Context: an optimization exercise on an open-source flow, tuned for small area, a short achievable clock period and few clock cycles per item. The choices shown serve that exercise and are no tape-out recipe.
RTL that was checked went through simulation tests only; none was proved equivalent to the original.
Power and IR drop assume default switching activity.

## maple
==> flow/design.v <==
`timescale 1ns/100ps
package cache_pkg;
	localparam int ADDR_W = 32;
	typedef logic [ADDR_W-1:0] addr_t;
	typedef enum logic {
		OP_WRITE = 1'b0,
		OP_READ  = 1'b1
	} cache_op_e;
	typedef enum logic [1:0] {
		IDLE,        
		WRITE_BACK,  
		FILL,        
		DONE         
	} ctrl_state_e;
endpackage
`timescale 1ns/100ps
`timescale 1ns/100ps
`timescale 1ns/100ps
module cache_2way #(
	parameter int WIDTH = 128,
	parameter int DEPTH = 4,
	localparam int BYTES = WIDTH / 8
) (
	input  logic             clk,
	input  logic             reset,
	input  cache_pkg::addr_t addr,
	input  logic             read_write,
	input  logic             master_enable,
	input  logic [BYTES-1:0] byte_enable,
	input  logic [WIDTH-1:0] data_in,
	output logic [WIDTH-1:0] data_out,
	output logic             hit,
	output logic             mem_write_req,
	output cache_pkg::addr_t mem_write_addr,
	output logic [WIDTH-1:0] mem_write_data,
	input  logic             mem_write_ack,
	output logic             mem_read_req,
	output cache_pkg::addr_t mem_read_addr,
	input  logic [WIDTH-1:0] mem_read_data,
	input  logic             mem_read_ack
);
	localparam int OFF_W = $clog2(BYTES);
	localparam int IDX_W = $clog2(DEPTH);
	localparam int TAG_W = cache_pkg::ADDR_W - OFF_W - IDX_W;
	logic [1:0][TAG_W-1:0] tags  [DEPTH];
	logic [1:0][WIDTH-1:0] lines [DEPTH];
	logic [DEPTH-1:0][1:0] valid;
	logic [DEPTH-1:0][1:0] dirty;
	logic                  wb_done;    
	logic                  fill_held;  
	logic [WIDTH-1:0]      fill_buf;
	logic [IDX_W-1:0]      idx;
	logic [TAG_W-1:0]      tag;
	logic                  is_write;
	logic [1:0]            set_dirty;
	logic [1:0][TAG_W-1:0] set_tag;
	logic [WIDTH-1:0]      lru_line;   
	logic [DEPTH-1:0][1:0] match;
	logic [DEPTH-1:0]      set_victim_dirty;
	logic [1:0]            slot_hit;
	logic                  lookup_hit;
	logic                  victim_dirty;
	logic                  fill_ok;
	logic                  wb_ok;
	logic                  commit;
	logic [IDX_W-1:0]      last_idx;   
	logic [WIDTH-1:0]      line_new;
	assign idx      = addr[OFF_W +: IDX_W];
	assign tag      = addr[cache_pkg::ADDR_W-1 -: TAG_W];
	assign is_write = (read_write == cache_pkg::OP_WRITE);
	assign set_dirty = dirty[idx];
	assign set_tag   = tags[idx];
	assign lru_line  = lines[idx][1];
	for (genvar s = 0; s < DEPTH; s++) begin : g_cmp
		for (genvar w = 0; w < 2; w++) begin : g_slot
			assign match[s][w] = valid[s][w] && (tags[s][w] == tag);
		end
		assign set_victim_dirty[s] = valid[s][1] && dirty[s][1];
	end
	assign slot_hit     = match[idx];
	assign lookup_hit   = |slot_hit;
	assign victim_dirty = set_victim_dirty[idx];
	assign mem_write_req  = master_enable && !lookup_hit && victim_dirty && !wb_done;
	assign mem_write_addr = {set_tag[1], idx, {OFF_W{1'b0}}};
	assign mem_write_data = lru_line;
	assign mem_read_req   = master_enable && !lookup_hit && !fill_held;
	assign mem_read_addr  = {addr[cache_pkg::ADDR_W-1:OFF_W], {OFF_W{1'b0}}};
	assign fill_ok = fill_held || mem_read_ack;
	assign wb_ok   = !victim_dirty || wb_done || mem_write_ack;
	assign hit     = lookup_hit || (fill_ok && wb_ok);
	assign commit  = master_enable && hit;
	always_comb begin
		for (int b = 0; b < BYTES; b++) begin
			logic wbe;
			wbe = is_write && byte_enable[b];
			line_new[8*b +: 8] = ({8{!reset && wbe}} & data_in[8*b +: 8])
				| ({8{!reset && !wbe && slot_hit[1]}} & lru_line[8*b +: 8])
				| ({8{!reset && !wbe && !lookup_hit && !fill_held}} & mem_read_data[8*b +: 8])
				| ({8{!reset && !wbe && !lookup_hit && fill_held}} & fill_buf[8*b +: 8]);
		end
	end
	for (genvar s = 0; s < DEPTH; s++) begin : g_set
		logic              mru_we;  
		logic              lru_we;  
		logic [BYTES-1:0]  byte_we;
		assign mru_we = (commit && (idx == s)) || (reset && s == 0);
		assign lru_we = commit && (idx == s) && !slot_hit[0];
		for (genvar b = 0; b < BYTES; b++) begin : g_byte
			assign byte_we[b] = mru_we && (!slot_hit[0] || (is_write && byte_enable[b]) || reset);
			always_ff @(posedge clk) begin
				if (byte_we[b])
					lines[s][0][8*b +: 8] <= line_new[8*b +: 8];
			end
		end
		always_ff @(posedge clk) begin
			if (mru_we) begin
				tags[s][0]  <= tag;
				dirty[s][0] <= is_write || (|(slot_hit & set_dirty));
			end
			if (lru_we) begin
				lines[s][1] <= lines[s][0];
				tags[s][1]  <= tags[s][0];
				dirty[s][1] <= dirty[s][0];
			end
		end
		always_ff @(posedge clk) begin
			if (reset) begin
				valid[s] <= '0;
			end else begin
				if (mru_we)
					valid[s][0] <= 1'b1;
				if (lru_we)
					valid[s][1] <= valid[s][0];
			end
		end
	end
	always_ff @(posedge clk) begin
		if (mem_read_ack)
			fill_buf <= mem_read_data;
	end
	always_ff @(posedge clk) begin
		if (reset || commit) begin
			wb_done   <= 1'b0;
			fill_held <= 1'b0;
		end else begin
			if (mem_write_req && mem_write_ack)
				wb_done <= 1'b1;
			if (mem_read_req && mem_read_ack)
				fill_held <= 1'b1;
		end
	end
	always_ff @(posedge clk) begin
		if (reset)
			last_idx <= '0;
		else if (commit)
			last_idx <= idx;
	end
	assign data_out = lines[last_idx][0];
endmodule
Settings: LEC_CHECK=0, CAP_MARGIN=20, CORE_MARGIN=2, CORE_UTILIZATION=55, SETUP_SLACK_MARGIN=1.5, SLEW_MARGIN=20, TNS_END_PERCENT=5; clock period 5.5 ns.
standard.sh (not shown) runs the stock make flow with config.mk's settings and CLKGATE_MAP_FILE= SYNTH_SCRIPT=/design/flow/synth_recipe.tcl, a recipe that flattens the netlist after the stock synthesis.
==> flow/flow/run.sh <==
#!/bin/bash
# The standard layout, with two changes made through ORFS's own variables:
# - ports are buffered with the smallest buffer (buf_1) rather than the
#   delay buffer buffer_ports picks by default; timing repair still sizes
#   them up where paths need it;
# - clock tree synthesis clusters more sinks per leaf buffer and inserts no
#   dummy loads.
# Each make run writes its full output to a log of its own here, besides
# ORFS's per-step logs under orfs/logs.
set -euo pipefail
export BUFFER_PORTS_ARGS="-buffer_cell sky130_fd_sc_hd__buf_1"
export CTS_ARGS="-sink_clustering_enable -repair_clock_nets -dont_use_dummy_load -sink_clustering_size 26 -sink_clustering_max_diameter 80"
bash standard.sh > standard.log 2>&1
Testbench counts of maple, summed over its fixed seeds: cycles 43,878, items 24,000.
Here is what was changed in the inputs of birch compared with maple.
==> flow/design.v, changed modules only <==
module cache_2way #(
	parameter int WIDTH = 128,
	parameter int DEPTH = 4,
	localparam int BYTES = WIDTH / 8
) (
	input  logic             clk,
	input  logic             reset,
	input  cache_pkg::addr_t addr,
	input  logic             read_write,
	input  logic             master_enable,
	input  logic [BYTES-1:0] byte_enable,
	input  logic [WIDTH-1:0] data_in,
	output logic [WIDTH-1:0] data_out,
	output logic             hit,
	output logic             mem_write_req,
	output cache_pkg::addr_t mem_write_addr,
	output logic [WIDTH-1:0] mem_write_data,
	input  logic             mem_write_ack,
	output logic             mem_read_req,
	output cache_pkg::addr_t mem_read_addr,
	input  logic [WIDTH-1:0] mem_read_data,
	input  logic             mem_read_ack
);
	localparam int OFF_W = $clog2(BYTES);
	localparam int IDX_W = $clog2(DEPTH);
	localparam int TAG_W = cache_pkg::ADDR_W - OFF_W - IDX_W;
	logic [1:0][TAG_W-1:0] tags  [DEPTH];
	logic [1:0][WIDTH-1:0] lines [DEPTH];
	logic [DEPTH-1:0][1:0] valid;
	logic [DEPTH-1:0][1:0] dirty;
	logic                  wb_done;    
	logic                  fill_held;  
	logic [WIDTH-1:0]      fill_buf;
	logic [IDX_W-1:0]      idx;
	logic [TAG_W-1:0]      tag;
	logic                  is_write;
	logic [1:0]            set_dirty;
	logic [1:0][TAG_W-1:0] set_tag;
	logic [1:0][WIDTH-1:0] set_line;
	logic [DEPTH-1:0][1:0] match;
	logic [DEPTH-1:0]      set_victim_dirty;
	logic [1:0]            slot_hit;
	logic                  lookup_hit;
	logic                  victim_dirty;
	logic                  fill_ok;
	logic                  wb_ok;
	logic                  commit;
	logic [IDX_W-1:0]      last_idx;   
	logic [WIDTH-1:0]      line_new;
	assign idx      = addr[OFF_W +: IDX_W];
	assign tag      = addr[cache_pkg::ADDR_W-1 -: TAG_W];
	assign is_write = (read_write == cache_pkg::OP_WRITE);
	assign set_dirty = dirty[idx];
	assign set_tag   = tags[idx];
	assign set_line  = lines[idx];
	for (genvar s = 0; s < DEPTH; s++) begin : g_cmp
		for (genvar w = 0; w < 2; w++) begin : g_slot
			assign match[s][w] = valid[s][w] && (tags[s][w] == tag);
		end
		assign set_victim_dirty[s] = valid[s][1] && dirty[s][1];
	end
	assign slot_hit     = match[idx];
	assign lookup_hit   = |slot_hit;
	assign victim_dirty = set_victim_dirty[idx];
	assign mem_write_req  = master_enable && !lookup_hit && victim_dirty && !wb_done;
	assign mem_write_addr = {set_tag[1], idx, {OFF_W{1'b0}}};
	assign mem_write_data = set_line[1];
	assign mem_read_req   = master_enable && !lookup_hit && !fill_held;
	assign mem_read_addr  = {addr[cache_pkg::ADDR_W-1:OFF_W], {OFF_W{1'b0}}};
	assign fill_ok = fill_held || mem_read_ack;
	assign wb_ok   = !victim_dirty || wb_done || mem_write_ack;
	assign hit     = lookup_hit || (fill_ok && wb_ok);
	assign commit  = master_enable && hit;
	always_comb begin
		for (int b = 0; b < BYTES; b++) begin
			logic wbe;
			wbe = is_write && byte_enable[b];
			line_new[8*b +: 8] = ({8{!reset && wbe}} & data_in[8*b +: 8])
				| ({8{!reset && !wbe && slot_hit[0]}} & set_line[0][8*b +: 8])
				| ({8{!reset && !wbe && slot_hit[1]}} & set_line[1][8*b +: 8])
				| ({8{!reset && !wbe && !lookup_hit && !fill_held}} & mem_read_data[8*b +: 8])
				| ({8{!reset && !wbe && !lookup_hit && fill_held}} & fill_buf[8*b +: 8]);
		end
	end
	for (genvar s = 0; s < DEPTH; s++) begin : g_set
		logic mru_we;  
		logic lru_we;  
		assign mru_we = (commit && (idx == s)) || (reset && s == 0);
		assign lru_we = commit && (idx == s) && !slot_hit[0];
		always_ff @(posedge clk) begin
			if (mru_we) begin
				lines[s][0] <= line_new;
				tags[s][0]  <= tag;
				dirty[s][0] <= is_write || (|(slot_hit & set_dirty));
			end
			if (lru_we) begin
				lines[s][1] <= lines[s][0];
				tags[s][1]  <= tags[s][0];
				dirty[s][1] <= dirty[s][0];
			end
		end
		always_ff @(posedge clk) begin
			if (reset) begin
				valid[s] <= '0;
			end else begin
				if (mru_we)
					valid[s][0] <= 1'b1;
				if (lru_we)
					valid[s][1] <= valid[s][0];
			end
		end
	end
	always_ff @(posedge clk) begin
		if (mem_read_ack)
			fill_buf <= mem_read_data;
	end
	always_ff @(posedge clk) begin
		if (reset || commit) begin
			wb_done   <= 1'b0;
			fill_held <= 1'b0;
		end else begin
			if (mem_write_req && mem_write_ack)
				wb_done <= 1'b1;
			if (mem_read_req && mem_read_ack)
				fill_held <= 1'b1;
		end
	end
	always_ff @(posedge clk) begin
		if (reset)
			last_idx <= '0;
		else if (commit)
			last_idx <= idx;
	end
	assign data_out = lines[last_idx][0];
endmodule
==> notes.md <==
Per the final summary, birch finished and its layout is clean on timing, DRC and antenna.
Number of DRC markers after the initial detailed-route iteration: birch > maple
Side by side, utilization turned out lower in birch than in maple.
[compare] base=maple new=birch: highest fanout seen on the critical path went down 7; flip-flop and latch share of the layout cell area saw a decrease; fraction of layout cells with a size suffix above 1 dropped 0.47 points; instance count of the mapped netlist grew by 498.
[compare] base=maple new=birch: switching power as a share of total power went up by 1.0 points, core box area now sits higher.
X dimension of the die, birch vs maple: up by a few percent
Vias after detailed routing delta (birch − maple): unfavourable
Compared to maple, birch was floorplanned on a bigger die.
Compared to maple, birch has share of cell area taken by muxes after synthesis 5.7 points higher.
The RTL of birch was laid out without a check of its function.

[what the ideal ports hide]
In the flow no input, the clock included, has a driving cell. The finished layouts below were timed again as built, in two steps. Step 1 assumes that a clkbuf_16 drives the clock port and a buf_2 every other input. Step 2 times the ports against the registers' clock, not the clock port: input delays grow and output delays shrink by t, the midpoint of the rising clock arrivals with the driver on. Slacks: ideal / step 1 / step 2; pairs: ideal / step 1.
run | t, ns | setup slack, ns | latest minus earliest clock arrival (ns)
maple | 0.764 | 1.326 / 1.296 / 0.862 | 0.051 / 0.051
birch | 0.734 | 1.417 / 1.393 / 0.845 | 0.050 / 0.050
After both steps setup and hold are still met in every run listed. The setup slack of birch, which loses most, moves by -0.024 ns with the drivers and by -0.572 ns with both steps.
